What follows belongs to an exercise in optimizing a design on an open flow for small area and a short achievable clock period; a production flow would make more cautious choices. Function was checked by simulation only, so behaviour that the tests miss may differ from the original. Power is estimated from default activity; no workload was simulated.

`flow/design.v`:
```
`timescale 1ns/1ps
module channelTrigger (
	input logic clk_flash,
	input logic rstN,
	input logic [8-1:0] sample,  
	input logic [8-1:0] threshLow,  
	input logic [8-1:0] threshHigh,  
	input logic fallingEdge,  
	input logic [(10 + 1)-1:0] tot,  
	input logic dsGo,  
	output logic fire,  
	output logic inRange  
);
	logic wasInRange;  
	logic edgeSeen;  
	logic levelHeld;  
	logic totStep;  
	logic [10-1:0] totLimit;  
	logic [(10 + 1)-1:0] totCount;  
	assign edgeSeen = fallingEdge ? (wasInRange & ~inRange) : (inRange & ~wasInRange);
	assign levelHeld = fallingEdge ? ~inRange : inRange;
	assign totLimit = tot[(10 + 1)-2:0];
	assign totStep = ~tot[(10 + 1)-1] | dsGo;  
	always_ff @(posedge clk_flash) begin
		if (!rstN) begin
			inRange <= 1'b0;
			wasInRange <= 1'b0;
			fire <= 1'b0;
			totCount <= '0;
		end else begin
			inRange <= (sample >= threshLow) && (sample <= threshHigh);
			wasInRange <= inRange;
			if (totLimit == '0) begin
				fire <= edgeSeen;  
				totCount <= '0;
			end else begin
				fire <= 1'b0;
				if (totCount != '0) begin
					if (totStep) begin
						totCount <= levelHeld ? totCount + 1'b1 : '0;  
					end
					if (totCount > {1'b0, totLimit}) begin
						fire <= 1'b1;  
						totCount <= '0;  
					end
				end else if (edgeSeen) begin
					totCount <= (10 + 1)'(1);  
				end
			end
		end
	end
endmodule
`timescale 1ns/1ps
module coincidenceTrigger (
	input logic clk_flash,
	input logic rstN,
	input logic [4-1:0] fire,  
	input logic [4-1:0] chanEnable,  
	input logic [1:0] coinReq,  
	input logic [8-1:0] holdTime,  
	input logic allowSameChan,  
	input logic dsGo,
	input logic noSelfTrig,  
	input logic isFirst,  
	input logic isLast,  
	input logic [1:0] trigIn,  
	output logic trigger,  
	output logic [1:0] trigOut  
);
	localparam int SUM_W = $clog2(4+1);  
	logic [8-1:0] holdLeft [4];  
	logic [4-1:0] fired;  
	logic [4-1:0] held;  
	logic [4-1:0] chanHit;  
	logic [SUM_W-1:0] nHeld [4];  
	logic selfTrig;
	logic goingLeft;  
	logic goingRight;  
	always_ff @(posedge clk_flash) begin
		if (!rstN) begin
			fired <= '0;
			for (int i = 0; i < 4; i++) begin
				holdLeft[i] <= '0;
			end
		end else begin
			fired <= fire;
			for (int i = 0; i < 4; i++) begin
				if (fire[i]) begin
					holdLeft[i] <= holdTime;  
				end else if (dsGo && holdLeft[i] != '0) begin
					holdLeft[i] <= holdLeft[i] - 1'b1;  
				end
			end
		end
	end
	always_comb begin
		for (int i = 0; i < 4; i++) begin
			held[i] = chanEnable[i] && (holdLeft[i] != '0);
		end
		for (int i = 0; i < 4; i++) begin
			nHeld[i] = '0;
			for (int j = 0; j < 4; j++) begin
				if ((j != i || allowSameChan) && held[j]) begin
					nHeld[i] = nHeld[i] + 1'b1;
				end
			end
			chanHit[i] = chanEnable[i] && fired[i] && (nHeld[i] >= {1'b0, coinReq});
		end
	end
	assign selfTrig = |chanHit;
	assign goingLeft = trigIn[0] & ~isFirst;  
	assign goingRight = trigIn[1] & ~isLast;
	always_ff @(posedge clk_flash) begin
		if (!rstN) begin
			trigger <= 1'b0;
			trigOut <= '0;
		end else if (noSelfTrig) begin
			trigger <= trigIn[1];  
			trigOut <= {trigIn[1], 1'b0};
		end else begin
			trigger <= selfTrig | goingLeft | goingRight;
			trigOut <= {selfTrig | goingRight, selfTrig | goingLeft};
		end
	end
endmodule
`timescale 1ns/1ps
module acquireControl (
	input logic clk_flash,
	input logic rstN,
	input logic startTrigger,  
	input logic trigger,  
	input logic [10-1:0] triggerPoint,  
	input logic [10-1:0] nsmp,  
	input logic [5-1:0] downsample,  
	output logic dsGo,  
	output logic acquiring,
	output logic [10-1:0] wrAddress,  
	output logic [10-1:0] trigPointAddr,  
	output logic dataReady  
);
	localparam logic [1:0] INIT = 2'd0;  
	localparam logic [1:0] PREACQ = 2'd1;  
	localparam logic [1:0] WAITING = 2'd2;  
	localparam logic [1:0] POSTACQ = 2'd3;  
	logic [1:0] state;
	logic [10-1:0] sampleCount;  
	logic [5-1:0] dsEff;  
	logic [22:0] dsCount;
	logic postDone;  
	logic wrStep;  
	assign dsEff = (downsample > 5'(22)) ? 5'(22) : downsample;
	assign dsGo = (dsEff == '0) || dsCount[dsEff];
	assign postDone = (state == POSTACQ) && (sampleCount == nsmp);
	assign wrStep = dsGo && acquiring && !postDone;
	always_ff @(posedge clk_flash) begin
		if (!rstN || dsGo) begin
			dsCount <= {{22{1'b0}}, 1'b1};
		end else begin
			dsCount <= dsCount + 1'b1;
		end
	end
	always_ff @(posedge clk_flash) begin
		if (!rstN) begin
			state <= INIT;
			acquiring <= 1'b0;
			dataReady <= 1'b0;
			wrAddress <= '0;
			sampleCount <= '0;
		end else begin
			if (wrStep) begin
				wrAddress <= wrAddress + 1'b1;  
			end
			case (state)
				INIT: begin
					if (startTrigger) begin
						sampleCount <= '0;
						acquiring <= 1'b1;
						dataReady <= 1'b0;  
						state <= PREACQ;
					end
				end
				PREACQ: begin
					if (sampleCount == triggerPoint) begin
						state <= WAITING;
					end else if (wrStep) begin
						sampleCount <= sampleCount + 1'b1;
					end
				end
				WAITING: begin
					if (trigger) begin
						sampleCount <= triggerPoint;  
						state <= POSTACQ;
					end
				end
				POSTACQ: begin
					if (postDone) begin
						acquiring <= 1'b0;
						dataReady <= 1'b1;
						state <= INIT;
					end else if (wrStep) begin
						sampleCount <= sampleCount + 1'b1;
					end
				end
				default: state <= INIT;
			endcase
		end
	end
	always_ff @(posedge clk_flash) begin
		if (state == WAITING && trigger) begin
			trigPointAddr <= wrAddress + 10'(wrStep);
		end
	end
endmodule
`timescale 1ns/1ps
module sampleAverager (
	input logic clk_flash,
	input logic rstN,
	input logic [4*8-1:0] samples,  
	input logic highRes,  
	input logic dsGo,
	input logic [5-1:0] downsample,
	output logic [4*8-1:0] dout  
);
	localparam int ACC_W = 8 + 5;  
	logic [ACC_W-1:0] acc [4];  
	logic [ACC_W-1:0] accSum [4];  
	logic [ACC_W-1:0] accShift [4];  
	logic [5:0] hrCount;  
	logic [5:0] hrNext;
	logic [5-1:0] shiftBy;  
	logic flush;  
	assign shiftBy = (downsample > 5'(5)) ?
		5'(5) : downsample;
	assign hrNext = hrCount + 1'b1;
	assign flush = dsGo || hrNext[5];  
	always_comb begin
		for (int i = 0; i < 4; i++) begin
			accSum[i] = acc[i] + ACC_W'(samples[i*8 +: 8]);
			accShift[i] = accSum[i] >> shiftBy;
		end
	end
	always_ff @(posedge clk_flash) begin
		if (!rstN) begin
			hrCount <= '0;
			dout <= '0;
			for (int i = 0; i < 4; i++) begin
				acc[i] <= '0;
			end
		end else if (highRes) begin
			hrCount <= flush ? '0 : hrNext;
			for (int i = 0; i < 4; i++) begin
				if (flush) begin
					dout[i*8 +: 8] <= accShift[i][8-1:0];
					acc[i] <= '0;  
				end else begin
					acc[i] <= accSum[i];
				end
			end
		end else begin
			hrCount <= '0;
			dout <= samples;  
			for (int i = 0; i < 4; i++) begin
				acc[i] <= '0;
			end
		end
	end
endmodule
`timescale 1ns/1ps
module scopeCore (
	input logic clk_flash,
	input logic rstN,
	input logic [4*8-1:0] flashData,  
	input logic [8-1:0] threshLow,  
	input logic [8-1:0] threshHigh,
	input logic fallingEdge,
	input logic [(10 + 1)-1:0] tot,
	input logic [4-1:0] chanEnable,
	input logic [1:0] coinReq,
	input logic [8-1:0] holdTime,
	input logic allowSameChan,
	input logic noSelfTrig,
	input logic isFirst,
	input logic isLast,
	input logic [1:0] trigIn,  
	input logic startTrigger,
	input logic [10-1:0] triggerPoint,
	input logic [10-1:0] nsmp,
	input logic [5-1:0] downsample,
	input logic highRes,
	output logic [1:0] trigOut,  
	output logic trigger,
	output logic [4-1:0] inRange,  
	output logic acquiring,
	output logic dataReady,
	output logic [10-1:0] wrAddress,
	output logic [10-1:0] trigPointAddr,
	output logic [4*8-1:0] dout  
);
	logic [4*8-1:0] samples;  
	logic [4-1:0] fire;
	logic dsGo;
	always_ff @(posedge clk_flash) begin
		samples <= flashData;  
	end
	for (genvar i = 0; i < 4; i++) begin : gChan
		channelTrigger uChan (
			.clk_flash(clk_flash),
			.rstN(rstN),
			.sample(samples[i*8 +: 8]),
			.threshLow(threshLow),
			.threshHigh(threshHigh),
			.fallingEdge(fallingEdge),
			.tot(tot),
			.dsGo(dsGo),
			.fire(fire[i]),
			.inRange(inRange[i])
		);
	end
	coincidenceTrigger uCoin (
		.clk_flash(clk_flash),
		.rstN(rstN),
		.fire(fire),
		.chanEnable(chanEnable),
		.coinReq(coinReq),
		.holdTime(holdTime),
		.allowSameChan(allowSameChan),
		.dsGo(dsGo),
		.noSelfTrig(noSelfTrig),
		.isFirst(isFirst),
		.isLast(isLast),
		.trigIn(trigIn),
		.trigger(trigger),
		.trigOut(trigOut)
	);
	acquireControl uAcq (
		.clk_flash(clk_flash),
		.rstN(rstN),
		.startTrigger(startTrigger),
		.trigger(trigger),
		.triggerPoint(triggerPoint),
		.nsmp(nsmp),
		.downsample(downsample),
		.dsGo(dsGo),
		.acquiring(acquiring),
		.wrAddress(wrAddress),
		.trigPointAddr(trigPointAddr),
		.dataReady(dataReady)
	);
	sampleAverager uAvg (
		.clk_flash(clk_flash),
		.rstN(rstN),
		.samples(samples),
		.highRes(highRes),
		.dsGo(dsGo),
		.downsample(downsample),
		.dout(dout)
	);
endmodule
```
`flow/run.sh`:
```
#!/bin/bash
# synth_recipe.tcl (not shown) runs the flow's synth.tcl, then flattens the netlist and writes it again
# the make line also repeats each setting of config.mk as NAME=value (left out here)
make -C /OpenROAD-flow-scripts/flow DESIGN_CONFIG=/design/flow/config.mk WORK_HOME=/design/flow/orfs CLKGATE_MAP_FILE= SYNTH_SCRIPT=/design/flow/synth_recipe.tcl finish
```
`flow/config.mk`:
```
export PLATFORM = sky130hd
export DESIGN_NAME = scopeCore
export DESIGN_NICKNAME = scopeCore
export VERILOG_FILES = /design/flow/design.v
export SDC_FILE = /design/flow/constraint.sdc
export NUM_CORES = 4
export LEC_CHECK = 0
export CAP_MARGIN = 20
export CORE_MARGIN = 2
export CORE_UTILIZATION = 40
export SLEW_MARGIN = 20
```
`flow/constraint.sdc`:
```
create_clock -name core_clock -period 5.0 [get_ports {clk_flash}]
set_input_delay 1.0000 -clock core_clock [delete_from_list [all_inputs] [get_ports {clk_flash}]]
set_output_delay 1.0000 -clock core_clock [all_outputs]
set_load 0.01 [all_outputs]
```
==> results.py <==
metrics = {
    "grt": {
        "grt_pass1_vias": 16230,
        "grt_overflow": 0,
        "track_usage_pct": 22.63,
        "antenna_found_initial": 0,
        "grt_max_degree": 46,
        "grt_pass1_wl_um": 85780,
    },
    "timing": {
        "hold_slack_ns": 0.4612,
        "fin_ws_ns": 0.9890,
        "hold_viol": 0,
        "drv_slew": 0,
        "post-route-period-util_pct": 80.22,
        "min_period_ns": 4.011,
        "worst_pin_slew_ns": 1.089,
        "fin_skew_ns": 0.01388,
        "rsz0062_at_grt": "no",
        "fmax_mhz": 249.3,
        "finalSetupTns_ns": 0,
        "slew_headroom_pct": 27.41,
        "setup_viol": 0,
    },
    "setup_path": {
        "cp_cell_sequence": "clkdlybuf4s50_1 -> a21oi_2 -> nand2b_1 -> a2bb2oi_1 -> o311ai_2 -> nand4_2 -> buf_12 -> nor3_1 -> nor2_1 -> o2111a_1",
        "critPathLaunch": "downsample[3]",
        "cp_num_cells": 10,
        "cp_top_family": "simple AND/OR/NAND/NOR gates",
        "critPathRequiredTime_ns": 5.43,
        "crit_path_max_fanout": 43,
        "r2r_slack_ns": 1.10,
        "crit_arrival_ns": 4.44,
        "r2r_start": "uCoin.holdLeft[1][2]$_SDFFE_PN0P_",
        "slowest_delay_ns": 0.67,
        "crit_buf_inv": 2,
        "crit_type": "primary input to register",
        "worstSetupEndpointType": "register",
        "cp-start-kind": "primary input",
        "rr_endpoint": "uCoin.trigger$_SDFF_PN0_",
        "r2r_cells": 17,
        "endpoint": "gChan[3].uChan.totCount[0]$_SDFFE_PP0P_",
        "cpMaxStageDelayCell": "clkdlybuf4s50_1",
    },
    "routing": {
        "postRouteAntennaNets": 0,
        "drt_wl_total_um": 53330,
        "wl_per_cell_um": 18.37,
        "via_per_inst": 5.650,
        "drc": 0,
        "dr_total_vias": 16400,
        "drtPass1Iterations": 5,
        "drtIter0Drc": 1135,
    },
    "floorplanning": {
        "die-area_um2": 46840,
        "core_um2": 44410,
        "start_util_pct": 40.64,
        "rows": 77,
        "die_h_um": 216.4,
        "ios": 170,
        "die_w_um": 216.4,
    },
    "layout": {
        "drive_gt1_share_pct": 5.928,
        "final_cell_mix": "264 x dfxtp_1, 197 x nor2_1, 181 x ha_1",
        "num_antenna_cells": 0,
        "area_growth_pct": 18.47,
        "fillerInstances": 4268,
        "final_common_cell": "dfxtp_1",
        "finalNetCount": 2581,
    },
    "logic_synthesis": {
        "ys_ff_latch": 274,
        "syn_area_um2": 18050,
        "synth_top_family_by_area": "simple AND/OR/NAND/NOR gates",
        "avgSynthCellArea_um2": 8.376,
        "synth_xor_area_share_pct": 6.987,
        "synth_edf_count": 10,
        "synth-compound-area-share_pct": 20.29,
        "netlist_instances": 2155,
        "synth_fa_ha_area_share_pct": 12.99,
        "ys_warn_count": 10,
        "yosysUniqueCellTypes": 95,
        "muxShareOfSynthArea_pct": 3.098,
        "synthArstFlopShare_pct": 0,
        "synthesis.nets": 2449,
        "yosysSeqAreaShare_pct": 30.94,
        "yosys_most_used_dff": "dfxtp_1",
        "synthSimpleGateAreaFrac_pct": 21.24,
    },
    "cts": {
        "clockBufferDepth": 3,
        "path_clk_slew_ns": 0.06,
        "htreeDepth": 2,
        "root_buffer": "clkbuf_16",
        "cts_buffers": 34,
        "numClockSinks": 274,
        "ctsHoldBuffers": 0,
        "postCtsSetupBuffers": 0,
        "cts_tree": "yes",
        "postCtsResizedCells": 0,
        "clk_latency_ns": 0.54,
    },
    "place": {
        "place_ws_ns": 0.4946,
        "place.detailed.hpwl_um": 39020,
        "place_congestion": 0.9103,
        "port_buffers": 169,
    },
    "pwr": {
        "vdd_drop_max_v": 0.0002592,
        "finalPower_mw": 7.760,
        "power_density_nw_per_um2": 362.9,
        "p_leak_nw": 8.526,
    },
    "status": {
        "status": "complete, no violations",
    },
    "flow_run": {
        "cap_viol_max_count": 0,
    },
    "hold_path": {
        "hp-class": "register to register",
    },
}
[worst register-to-register path, stage by stage, from the launching register on]
cell	delay, ns
dfxtp_1	0.35
nor4_2	0.36
nand4_1	0.39
nand2_1	0.25
inv_1	0.14
nand2_1	0.14
inv_1	0.07
ha_1	0.33
xnor2_1	0.20
ha_1	0.26
nand2_1	0.06
nand2_1	0.05
ha_1	0.27
a21oi_1	0.13
a21oi_1	0.10
a311oi_1	0.37
a31o_2	0.24
a21oi_1	0.06
[per-stage QoR]
step	std cells	utilization [%]	instance area (um2)
4_1_cts	2903	48.15	21380
3_5_place_dp	2843	45.54	20220
2_1_floorplan	2155	-	18050
5_1_grt	2903	48.15	21380
3_3_place_gp	2843	45.54	20220
6_report	2903	48.15	21380
[where the power goes]
part | total, mW | internal (mW) | switching (mW)
registers | 2.51 | 2.35 | 0.161
clock network | 2.60 | 1.58 | 1.02
logic | 2.65 | 1.09 | 1.55
[registers in the layout, summed over array words and instances (netlist names), 4 cells and up]
name / count
uAvg.acc: 52
gChan.uChan.totCount: 44
samples: 32
uAvg.dout: 32
uCoin.holdLeft: 32
uAcq.dsCount: 23
uAcq.sampleCount: 10
uAcq.trigPointAddr: 10
uAcq.wrAddress: 10
uAvg.hrCount: 6
gChan.uChan.fire: 4
gChan.uChan.inRange: 4
gChan.uChan.wasInRange: 4
uCoin.fired: 4
[cell usage after synthesis, types with 7 or more instances]
master      n  share of area, %
a211oi_1   28               1.2
a21o_1     41               1.7
a21oi_1   160               4.4
a221oi_1   11              0.53
a22oi_1    15              0.62
a31oi_1    12              0.42
a32o_1     11              0.61
and2_1     41               1.4
and3_1     31               1.1
buf_2      19              0.53
buf_6       7              0.44
clkbuf_1   61               1.3
dfxtp_1   264                29
edfxtp_1   10               1.7
ha_1      181                13
inv_1      88               1.8
mux2_2     15              0.94
mux2i_1    39               2.2
nand2_1   157               3.3
nand2b_1   28              0.97
nand3_1    98               2.7
nand4_1    35               1.2
nand4b_1   15              0.73
nor2_1    197               4.1
nor2_4     10              0.62
nor2b_1    19              0.66
nor3_1     31              0.86
nor4_1     22              0.76
o211ai_1   26               1.1
o21a_1     11              0.46
o21ai_0   136               3.8
o21bai_1    9              0.37
o31ai_1     7              0.29
or2_2       8              0.28
or3_1      19              0.66
or4_1      10              0.42
xnor2_1    76               3.7
xor2_1     68               3.3
[kinds of logic after synthesis]
kind of cell             count (synthesis)
multiplexers                            54
XOR/XNOR                               144
AO/OA/AOI/OAI                          561
buffers and inverters                  184
other                                    1
AND/OR/NAND/NOR                        752
adder cells (fa/ha/maj)                185
flip-flops                             274
[worst min-delay path by stage]
| stage | startpoint | end | cells after the start |
|---|---|---|---|
| final | uAvg.dout[17]$_SDFFE_PN0P_ | uAvg.dout[17]$_SDFFE_PN0P_ | 2 |
| after global placement | uAvg.hrCount[0]$_SDFF_PP0_ | uAvg.hrCount[0]$_SDFF_PP0_ | 1 |
| after global routing | uAcq.dsCount[0]$_SDFF_PP1_ | uAcq.dsCount[0]$_SDFF_PP1_ | 1 |
| after detailed placement | uAvg.dout[20]$_SDFFE_PN0P_ | uAvg.dout[20]$_SDFFE_PN0P_ | 2 |
| after floorplan | uAcq.dsCount[0]$_SDFF_PP1_ | uAcq.dsCount[0]$_SDFF_PP1_ | 1 |
| after CTS | uAcq.dsCount[0]$_SDFF_PP1_ | uAcq.dsCount[0]$_SDFF_PP1_ | 1 |
[metal layers]
layer | global-route usage [%] | part of all wire [%]
met1 | 28.80 | 45
met2 | 37.68 | 46
met3 | 3.467 | 5.2
met4 | 10.43 | 4.6
met5 | 0 | 0
[final cells by class]
type | instances | area [um2] | area share [%]
Multi-Input combinational cell | 1697 | 11690 | 54.68
Sequential cell | 274 | 5585 | 26.12
Timing Repair Buffer | 191 | 1872 | 8.753
Clock buffer | 41 | 928.4 | 4.341
Tap cell | 592 | 740.7 | 3.464
Inverter | 89 | 334.1 | 1.562
Clock inverter | 19 | 231.5 | 1.082

## re-timing with driven ports
Ports are ideal in the flow. The routed layout listed here was re-timed in OpenROAD.
Step 1: set_driving_cell puts a clkbuf_16 on clk_flash and a buf_2 on each other input, an assumption about the parent block.
Step 2 adds t to the input delays and takes it off the output delays; t is the mean of the earliest and latest rising clock arrival at the registers after step 1. Input paths then give back, and output paths get back, about the clock's delay inside the block.
Slacks: ideal / step 1 / step 2; pairs: ideal / step 1.
shift t [ns]: 0.593
slack for setup (ns): 0.989 / 1.017 / 0.425
worst setup path after step 2: input to register
After both steps this run still meets setup and hold. The setup slack of this run moves by +0.028 ns with the drivers and by -0.564 ns with both steps.
